This is an optimization exercise on Yosys and OpenROAD, whose aim is small area and a short achievable clock period, not a production implementation.
Where RTL was checked, it was by simulation tests only, not by an equivalence proof against the original.

## grad_top
module grad_top (
    input  wire logic        clk,
    input  wire logic        rst,
    input  wire logic        in_valid,
    input  wire logic        sof,
    input  wire logic [7:0]  pixel,
    output logic             out_valid,
    output logic [32:0]      grad
);
Settings: LEC_CHECK=0, CAP_MARGIN=20, CORE_MARGIN=2, CORE_UTILIZATION=65, SLEW_MARGIN=20; clock period 26.0 ns.
run.sh (not shown) runs the stock make flow with config.mk's settings and CLKGATE_MAP_FILE= SYNTH_SCRIPT=/design/flow/synth_recipe.tcl, a recipe that flattens the netlist after the stock synthesis.
Edit:
Settings changed: CORE_UTILIZATION 65 to 40.
After rerunning: Final cell count increases by about 11%; worst setup slack loses 0.17 ns; final area increases by about 2.2%.
No functional check of the RTL was part of any run of this note.

* * *

Setup of run A:
Another version of the RTL of grad_top (not shown whole).
Size: roughly 2400 cells after synthesis, about 720 flip-flops, roughly 30000 sq um of cells after synthesis.
clock: 26.0 ns
lec_check: 0
cap_margin: 20
core_margin: 2
core_utilization: 75
cts_cluster_diameter: 80
cts_cluster_size: 25
slew_margin: 20
standard.sh (not shown) runs the stock make flow with config.mk's settings and CLKGATE_MAP_FILE= SYNTH_SCRIPT=/design/flow/synth_recipe.tcl, a recipe that flattens the netlist after the stock synthesis.
==> flow/flow/run.sh <==
#!/bin/bash
# The standard layout, with the port buffers made from buf_1 cells instead of the
# resizer's default pick (a delay cell), and clkbuf_8 cells at the clock tree's leaves.
set -euo pipefail
export BUFFER_PORTS_ARGS="-buffer_cell sky130_fd_sc_hd__buf_1"
export CTS_ARGS="-sink_clustering_enable -repair_clock_nets -sink_clustering_size 16 -sink_clustering_max_diameter 80 -buf_list {sky130_fd_sc_hd__clkbuf_8 sky130_fd_sc_hd__clkbuf_16} -root_buf sky130_fd_sc_hd__clkbuf_16 -sink_clustering_buffer sky130_fd_sc_hd__clkbuf_8"
bash standard.sh > standard.log 2>&1
Edits applied to the flow inputs when going from run A to run E:
==> flow/flow/run.sh <==
#!/bin/bash
# The standard layout, with the port buffers made from buf_4 cells instead of the
# resizer's default pick (a delay cell), and clkbuf_8 cells at the clock tree's leaves.
set -euo pipefail
export BUFFER_PORTS_ARGS="-buffer_cell sky130_fd_sc_hd__buf_4"
export CTS_ARGS="-sink_clustering_enable -repair_clock_nets -sink_clustering_size 20 -sink_clustering_max_diameter 80 -buf_list {sky130_fd_sc_hd__clkbuf_8 sky130_fd_sc_hd__clkbuf_16} -root_buf sky130_fd_sc_hd__clkbuf_16 -sink_clustering_buffer sky130_fd_sc_hd__clkbuf_8"
bash standard.sh > standard.log 2>&1
## What came out
Compared run A against run E; fraction of area in multi-input gates within noise. Run A ended up with grad[10] as its capture point of the critical path; run E ended up with grad[12]. Run E: all stages complete, timing, DRC and antenna checks passed. Delta (run E minus run A): depth of the worst hold-timing path shows no meaningful change. The setup slack of run E is larger than that of run A. On die area, run E and run A are basically level. Run E — final critical delay including setup and external delays 31 ps lower, run A as reference. In terms of area added between synthesis and finish, run E and run A differ only marginally.

* * *

grad_top again, from the RTL that the note above started with.
==> flow/config.mk <==
export PLATFORM = sky130hd
export DESIGN_NAME = grad_top
export DESIGN_NICKNAME = grad_top
export VERILOG_FILES = /design/flow/design.v
export SDC_FILE = /design/flow/constraint.sdc
export NUM_CORES = 4
export LEC_CHECK = 0
export CAP_MARGIN = 20
export CORE_MARGIN = 2
export CORE_UTILIZATION = 75
export CTS_CLUSTER_DIAMETER = 80
export CTS_CLUSTER_SIZE = 25
export SLEW_MARGIN = 20
==> flow/constraint.sdc <==
create_clock -name core_clock -period 26.0 [get_ports {clk}]
set_input_delay 5.2000 -clock core_clock [delete_from_list [all_inputs] [get_ports {clk}]]
set_output_delay 5.2000 -clock core_clock [all_outputs]
set_load 0.01 [all_outputs]
==> flow/flow/run.sh <==
#!/bin/bash
# The standard layout, with the port buffers made from buf_2 cells instead of the
# resizer's default pick (a delay cell), and clkbuf_8 cells at the clock tree's leaves.
set -euo pipefail
export BUFFER_PORTS_ARGS="-buffer_cell sky130_fd_sc_hd__buf_2"
export CTS_ARGS="-sink_clustering_enable -repair_clock_nets -sink_clustering_size 16 -sink_clustering_max_diameter 80 -buf_list {sky130_fd_sc_hd__clkbuf_8 sky130_fd_sc_hd__clkbuf_16} -root_buf sky130_fd_sc_hd__clkbuf_16 -sink_clustering_buffer sky130_fd_sc_hd__clkbuf_8"
bash standard.sh > standard.log 2>&1
==> next run, changes <==
==> flow/flow/run.sh (replaced) <==
#!/bin/bash
# The standard layout, with the port buffers made from buf_2 cells instead of the
# resizer's default pick (a delay cell), and clkbuf_8 cells at the clock tree's leaves.
set -euo pipefail
export BUFFER_PORTS_ARGS="-buffer_cell sky130_fd_sc_hd__buf_2"
export CTS_ARGS="-sink_clustering_enable -repair_clock_nets -sink_clustering_size 18 -sink_clustering_max_diameter 80 -buf_list {sky130_fd_sc_hd__clkbuf_8 sky130_fd_sc_hd__clkbuf_16} -root_buf sky130_fd_sc_hd__clkbuf_16 -sink_clustering_buffer sky130_fd_sc_hd__clkbuf_8"
bash standard.sh > standard.log 2>&1
The changed run completed with no timing, DRC or antenna violations.
Worst setup slack is worse by 0.0032 ns.
Non-clock buffer count stays the same.
Via count barely changes.
Routed wire length stays flat.
Count of clock-buffer cells in the layout went down by 3.
Critical path depth does not change.
==> next run, changes <==
==> flow/flow/run.sh (replaced) <==
#!/bin/bash
# The standard layout, with the port buffers made from buf_4 cells instead of the
# resizer's default pick (a delay cell), so that the ports are not slowed down.
set -euo pipefail
export BUFFER_PORTS_ARGS="-buffer_cell sky130_fd_sc_hd__buf_4"
bash standard.sh > standard.log 2>&1
Settings changed: CTS_CLUSTER_DIAMETER 80 to 90, CTS_CLUSTER_SIZE 25 to 30.
Result: Register-to-register slack stays flat; count of clock-buffer cells in the layout fell by 7; die area is unchanged; sequential share of layout area drops by 0.16 points; non-clock buffer count went down by 1; routed wire length is higher slightly; final cell count is lower slightly; final area hardly moves; worst hold slack gains 0.0076 ns; synthesized area does not change.

separate check: timing with driven ports:
The flow's constraints put no driver on any port. The routed layouts listed below were extracted and timed again, unchanged, in two steps. Step 1 sets driving cells, clkbuf_16 on the clock port and buf_2 on the other inputs (assumed; they add their load-dependent delay and slew). Step 2 adds t to the input delays and takes it off the output delays; t is the mean of the earliest and latest rising clock arrival at the registers after step 1. Input paths then give back, and output paths get back, about the clock's delay inside the block. Slacks: no drivers / after step 1 / after step 2; pairs: no drivers / after step 1.
| run | t (ns) | slack for setup (ns) | hold slack, ns | worst data-port slew with drivers (ns) |
|---|---|---|---|---|
| the first run of note 1 | 0.671 | 19.094 / 19.094 / 19.094 | 0.316 / 0.316 / 0.316 | 0.05 |
| the second run of note 1 | 0.661 | 18.920 / 18.920 / 18.920 | 0.319 / 0.319 / 0.319 | 0.03 |
| run A | 0.609 | 19.767 / 19.709 / 20.042 | 0.319 / 0.319 / 0.319 | 0.04 |
| run E | 0.599 | 19.798 / 19.742 / 20.341 | 0.324 / 0.324 / 0.324 | 0.03 |
| the first run of note 3 | 0.611 | 19.793 / 19.736 / 20.269 | 0.317 / 0.317 / 0.317 | 0.03 |
| the second run of note 3 | 0.613 | 19.790 / 19.732 / 20.277 | 0.318 / 0.318 / 0.318 | 0.03 |
| the third run of note 3 | 0.650 | 19.745 / 19.687 / 20.337 | 0.325 / 0.325 / 0.325 | 0.03 |
After both steps every run listed still meets setup and hold.
